What follows belongs to an exercise in optimizing a design on an open flow for small area, a short achievable clock period and few clock cycles per item; a production flow would make more cautious choices. Function was checked by simulation only, so behaviour that the tests miss may differ from the original.

==> wip/zinc <==
==> flow/design.v (excerpt) <==
module bce_mean_loss #(
  parameter int MAX_ELEMENTS = 4096
) (
  input  wire logic        clk,
  input  wire logic        rst_n,
  input  wire logic        in_valid,
  output logic             in_ready,
  input  wire logic [16:0] in_prediction,
  input  wire logic [16:0] in_target,
  input  wire logic        in_last_element,
  output logic             out_valid,
  input  wire logic        out_ready,
  output logic [31:0]      out_mean_loss,
  output logic [12:0]      out_element_count,
  input  wire logic        cfg_psel,
  input  wire logic        cfg_penable,
  input  wire logic        cfg_pwrite,
  input  wire logic [2:0]  cfg_paddr,
  input  wire logic [31:0] cfg_pwdata,
  output logic [31:0]      cfg_prdata,
  output logic             cfg_pready
);
Settings: LEC_CHECK=0, CAP_MARGIN=20, CORE_MARGIN=2, CORE_UTILIZATION=40, SLEW_MARGIN=20; clock period 13.0 ns.
standard.sh (not shown) runs the stock make flow with config.mk's settings and CLKGATE_MAP_FILE= SYNTH_SCRIPT=/design/flow/synth_recipe.tcl, a recipe that flattens the netlist after the stock synthesis.
==> flow/flow/run.sh <==
#!/bin/bash
# Standard layout, with timing repair asked to leave 8 ns of setup slack at
# the design's clock period (the constraints themselves are unchanged).
set -o pipefail
export SETUP_SLACK_MARGIN=8
bash standard.sh > standard.log 2>&1
==> wip/juniper: changes against wip/zinc <==
==> flow/flow/run.sh (replaced) <==
#!/bin/bash
# Standard layout, with timing repair asked to leave 7 ns of setup slack at
# the design's clock period (the constraints themselves are unchanged).
set -o pipefail
export SETUP_SLACK_MARGIN=7
bash standard.sh > standard.log 2>&1
==> wip/xenon: changes against wip/zinc <==
==> flow/run.sh (new file) <==
#!/bin/bash
# synth_recipe.tcl (not shown) runs the flow's synth.tcl, then flattens the netlist and writes it again
# the make line also repeats each setting of config.mk as NAME=value (left out here)
make -C /OpenROAD-flow-scripts/flow DESIGN_CONFIG=/design/flow/config.mk WORK_HOME=/design/flow/orfs CLKGATE_MAP_FILE= SYNTH_SCRIPT=/design/flow/synth_recipe.tcl finish
removed: flow/flow/run.sh
removed: flow/standard.sh
==> results.txt <==
* CLK BUF at 86
* Reg-to-Reg Start: u_front.sp2_r[0]$_DFF_P_
* CP max-delay cell: dfxtp_1
* Result of the run: finished clean
* Later-pin clock latency in the skew report at 0.65 ns
* Global-route wire length before repair at 195.0 mm
* Layout inverter count without the clock tree at 640
* Least-Margin Pin Slew at 1.109 ns
The numbers above come from wip/xenon.

==> results.txt <==
* Row count at 127
* Result of the run: finished clean
* Final wirelength at 120.4 mm
* Area leader, netlist: dfxtp_1
* Least-Margin Pin Slew at 1.128 ns
* Reg-to-Reg Start: u_front.p1_r[0]$_SDFF_PP1_
* Later-pin clock latency in the skew report at 0.66 ns
* Layout inverter count without the clock tree at 640
* CP max-delay cell: or4_1
The numbers above come from wip/juniper.

==> results.txt <==
* CP max-delay cell: fa_1
* Result of the run: finished clean
* Global-route wire length before repair at 200.3 mm
* CLK BUF at 93
* Largest net degree at the start of global routing at 72
* Seq/total area at 23.76%
* Post-Layout Cell Count at 7246
* Layout inverter count without the clock tree at 641
* Least-Margin Pin Slew at 1.083 ns
The numbers above come from wip/zinc.

Testbench counts of wip/zinc, summed over its fixed seeds: cycles 16,920, items 16,000.
Testbench counts of wip/juniper, summed over its fixed seeds: cycles 16,920, items 16,000.
Testbench counts of wip/xenon, summed over its fixed seeds: cycles 16,920, items 16,000.


==> run a <==
bce_mean_loss, a different RTL version from the one above (not shown whole).
## bce_mean_loss
module bce_mean_loss #(
  parameter int MAX_ELEMENTS = 4096
) (
  input  wire logic        clk,
  input  wire logic        rst_n,
  input  wire logic        in_valid,
  output logic             in_ready,
  input  wire logic [16:0] in_prediction,
  input  wire logic [16:0] in_target,
  input  wire logic        in_last_element,
  output logic             out_valid,
  input  wire logic        out_ready,
  output logic [31:0]      out_mean_loss,
  output logic [12:0]      out_element_count,
  input  wire logic        cfg_psel,
  input  wire logic        cfg_penable,
  input  wire logic        cfg_pwrite,
  input  wire logic [2:0]  cfg_paddr,
  input  wire logic [31:0] cfg_pwdata,
  output logic [31:0]      cfg_prdata,
  output logic             cfg_pready
);
clock: 13.0 ns
lec_check: 0
cap_margin: 20
core_margin: 2
core_utilization: 40
slew_margin: 20
run.sh (not shown) runs the stock make flow with config.mk's settings and CLKGATE_MAP_FILE= SYNTH_SCRIPT=/design/flow/synth_recipe.tcl, a recipe that flattens the netlist after the stock synthesis.
Stock flow here: none of the scripts above is used.
==> run b: changes against run a <==
==> flow/flow/run.sh (new file) <==
#!/bin/bash
# Standard layout, with timing repair asked to leave 8 ns of setup slack at
# the design's clock period (the constraints themselves are unchanged).
set -o pipefail
export SETUP_SLACK_MARGIN=8
bash standard.sh > standard.log 2>&1
==> flow/standard.sh (new file) <==
#!/bin/bash
# synth_recipe.tcl (not shown) runs the flow's synth.tcl, then flattens the netlist and writes it again
# the make line also repeats each setting of config.mk as NAME=value (left out here)
make -C /OpenROAD-flow-scripts/flow DESIGN_CONFIG=/design/flow/config.mk WORK_HOME=/design/flow/orfs CLKGATE_MAP_FILE= SYNTH_SCRIPT=/design/flow/synth_recipe.tcl "${@:-finish}"
removed: flow/run.sh
==> summary of the runs <==
Of run b and run a, run b has the higher clock skew (gap 0.019 ns).
In run a the worst hold slack is higher than in run b, by 0.0052 ns.
Run a passed the timing, design-rule and antenna checks. Run b completed with no timing, DRC or antenna violations.
In global-route usage, run a and run b hardly differ.
Against run a, the via count of run b is larger by 0.78%.
==> figures <==
Final cycle utilization of the critical path: run b 36.7%; run a 41.7%
First-pass iteration count of the detailed router: run b 5; run a 7
Pre-CTS WS: run b 7.15 ns; run a 7.19 ns
Result of the run: run b finished clean; run a finished clean
Layout Utilization: run b 44.6%; run a 44.6%
Post_cts resized: run b 7; run a 0
Max Fclk: run b 210 MHz; run a 185 MHz
Worst Slack Setup Final: run b 8.23 ns; run a 7.58 ns
Routed wl met3: run b 6.67 mm; run a 5.90 mm
Worst hold path endpoint: run b u_front.rp3_r[5]$_DFF_P_; run a u_front.t4_r[14]$_DFF_P_
Initial antenna violation count: run b 0; run a 1
Testbench counts of run a, summed over its fixed seeds: cycles 17,087, items 16,000.
Testbench counts of run b, summed over its fixed seeds: cycles 17,087, items 16,000.

-- re-timing with driven ports --
The flow's constraints put no driver on any port. The routed layouts listed below were extracted and timed again, unchanged, in two steps. Step 1 assumes that a clkbuf_16 drives the clock port and a buf_2 every other input. Step 2 also shifts input and output timing later by t, the mid clock arrival at the registers, as if the neighbouring blocks saw the same clock. Three values: ideal, step 1, step 2; two values: the first two.
run	t, ns	slack for setup (ns)	latest minus earliest clock arrival (ns)	worst data-port slew with drivers (ns)	cell pins on the clock port's net
wip/zinc	0.698	7.442 / 7.442 / 7.442	0.039 / 0.039	0.06	1
wip/juniper	0.706	7.192 / 7.192 / 7.192	0.047 / 0.047	0.05	1
wip/xenon	0.700	6.464 / 6.464 / 6.464	0.046 / 0.045	0.05	1
run a	0.762	7.581 / 7.581 / 7.481	0.058 / 0.057	0.05	1
run b	0.764	8.232 / 8.232 / 7.592	0.076 / 0.077	0.07	1
After both steps every run listed still meets setup and hold. The setup slack of run b, which loses most, moves by 0.000 ns with the drivers and by -0.640 ns with both steps.
